Background: an optimization exercise with open tools, aiming at small area. Do not read the settings as production practice.
Function was checked by simulation only, so behaviour that the tests miss may differ from the original.

## run A
Design luma_invert_via_yuv, start of the top module:
module luma_invert_via_yuv (
    input  wire logic       i_clk,
    input  wire logic       i_rst_n,
    input  wire logic       start,
    output logic            busy,
    input  wire logic [7:0] i_red_in,
    input  wire logic [7:0] i_green_in,
    input  wire logic [7:0] i_blue_in,
    input  wire logic [7:0] i_alpha_in,
    input  wire logic       i_last_in,
    output logic            o_valid,
    output logic [7:0]      o_red_out,
    output logic [7:0]      o_green_out,
    output logic [7:0]      o_blue_out,
    output logic [7:0]      o_alpha_out,
    output logic            o_last_out
);
For scale: about 940 cells after synthesis, roughly 71 I/O pins, ~13,000 sq um of cells after synthesis.
export LEC_CHECK = 0
export ABC_AREA = 0
export CAP_MARGIN = 20
export CORE_MARGIN = 2
export CORE_UTILIZATION = 40
export SLEW_MARGIN = 20
export SYNTH_HIERARCHICAL = 1
export SYNTH_MINIMUM_KEEP_SIZE = 0
create_clock -name core_clock -period 5.5 [get_ports {i_clk}]
standard.sh (not shown) runs the stock make flow with config.mk's settings and CLKGATE_MAP_FILE= SYNTH_SCRIPT=/design/flow/synth_recipe.tcl, a recipe that flattens the netlist after the stock synthesis.
==> flow/flow/run.sh <==
#!/bin/bash
# Standard layout, with the smallest buffer cell for the port buffers and a
# clock tree of smaller buffers without dummy loads.
export BUFFER_PORTS_ARGS="-buffer_cell sky130_fd_sc_hd__buf_1"
export CTS_ARGS="-sink_clustering_enable -repair_clock_nets -dont_use_dummy_load -buf_list sky130_fd_sc_hd__clkbuf_8 -sink_clustering_size 30 -sink_clustering_max_diameter 200 -sink_clustering_levels 3"
bash standard.sh > standard.log 2>&1
Input changes introduced in run B (baseline for comparison: run A):
==> flow/flow/run.sh <==
#!/bin/bash
# Standard layout, with the smallest buffer cell for the port buffers and a
# clock tree of smaller buffers without dummy loads.
export BUFFER_PORTS_ARGS="-buffer_cell sky130_fd_sc_hd__buf_1"
export CTS_ARGS="-sink_clustering_enable -repair_clock_nets -dont_use_dummy_load -buf_list sky130_fd_sc_hd__clkbuf_8 -sink_clustering_size 12"
bash standard.sh > standard.log 2>&1
-- flow/config.mk --
<<< run A, line 10
export CORE_MARGIN = 2
export CORE_UTILIZATION = 40
export SLEW_MARGIN = 20
export SYNTH_HIERARCHICAL = 1
>>> run B, line 10
export CORE_MARGIN = 2
export CORE_UTILIZATION = 40
export GPL_TIMING_DRIVEN = 0
export SLEW_MARGIN = 20
export SYNTH_HIERARCHICAL = 1
## What came out
No stage failed in run A, and the final checks on the layout all came back clean.
Looking at the reports, run B completed the entire flow and the layout it produced met the timing, design-rule and antenna checks.
Measured against run B, the first-pass GRT wire length of run A comes out at 1.05 times the reference value.
Summary — overall fraction of global-route tracks in use, run B relative to run A: lower, by 1.0 points.
Changes observed in run B relative to run A: achievable frequency level, setup slack did not really move, non-clock buffer count rose about 4%.
f_dv_q3[1] as the termination of the worst setup path was reported by run B, and o_red_out[2] by run A.
[inputs] run C vs run B
==> flow/config.mk <==
export PLATFORM = sky130hd
export DESIGN_NAME = luma_invert_via_yuv
export DESIGN_NICKNAME = luma_invert_via_yuv
export VERILOG_FILES = /design/flow/design.v
export SDC_FILE = /design/flow/constraint.sdc
export NUM_CORES = 4
export LEC_CHECK = 0
export ABC_AREA = 0
export CAP_MARGIN = 5
export CORE_MARGIN = 2
export CORE_UTILIZATION = 40
export GPL_TIMING_DRIVEN = 0
export SLEW_MARGIN = 5
export SYNTH_HIERARCHICAL = 1
export SYNTH_MINIMUM_KEEP_SIZE = 0
### Flow results
Across run B and run C, none had a timing, DRC or antenna violation.
Compared with run B, in run C number of max-cap violations now sits at about the same level, number of buffers inserted to repair setup after CTS essentially unchanged.
Number of cells on the critical path: run C vs run B identical
Initial core utilization of run C is on par with run B.
Compared run B against run C; number of buffers inserted by hold repair at cts within noise.
The following lists how run D was set up differently from run C:
==> flow/config.mk <==
export PLATFORM = sky130hd
export DESIGN_NAME = luma_invert_via_yuv
export DESIGN_NICKNAME = luma_invert_via_yuv
export VERILOG_FILES = /design/flow/design.v
export SDC_FILE = /design/flow/constraint.sdc
export NUM_CORES = 4
export LEC_CHECK = 0
export ABC_AREA = 0
export CAP_MARGIN = 20
export CORE_MARGIN = 2
export CORE_UTILIZATION = 40
export SLEW_MARGIN = 20
export SYNTH_HIERARCHICAL = 1
export SYNTH_MINIMUM_KEEP_SIZE = 0
[summary]
Run D against run C: die area neither gained nor lost much, depth of the critical timing path with buffers and inverters included picked up an extra 2, fraction of area in multi-input gates picked up an extra 0.43 points.
Run D has design area below what run C had.
[compare] base=run C new=run D: data arrival time at the worst-slack endpoint now smaller; core utilization comparable; fraction of area in registers now smaller; smallest setup slack after layout comparable; met3 routing resource usage after global routing now larger.
Comparing run C with run D, the maximum frequency came out essentially unchanged.
Against run C, final estimated routing congestion in global placement in run D rose by a few percent.

port drivers added, routing unchanged:
The results above use ideal ports. As a check the final layouts listed here were re-extracted and re-timed, cells and wires unchanged.
Step 1 (the two cells are an assumption about what drives the block):
set clk [get_ports {i_clk}]
set_driving_cell -lib_cell sky130_fd_sc_hd__clkbuf_16 $clk
set_driving_cell -lib_cell sky130_fd_sc_hd__buf_2 [delete_from_list [all_inputs] $clk]
Step 2 adds t to the input delays and takes it off the output delays; t is the mean of the earliest and latest rising clock arrival at the registers after step 1. Input paths then give back, and output paths get back, about the clock's delay inside the block.
a / b / c = ideal ports / drivers / drivers and shift; a / b = the first two.
| run | t, ns | setup slack, ns | hold WS [ns] |
|---|---|---|---|
| run A | 0.479 | 0.232 / 0.188 / 0.393 | 0.312 / 0.312 / 0.312 |
| run B | 0.478 | 0.232 / 0.198 / 0.232 | 0.321 / 0.321 / 0.321 |
| run C | 0.478 | 0.232 / 0.198 / 0.232 | 0.321 / 0.321 / 0.321 |
| run D | 0.479 | 0.232 / 0.188 / 0.393 | 0.312 / 0.312 / 0.312 |
After both steps every run listed still meets setup and hold.
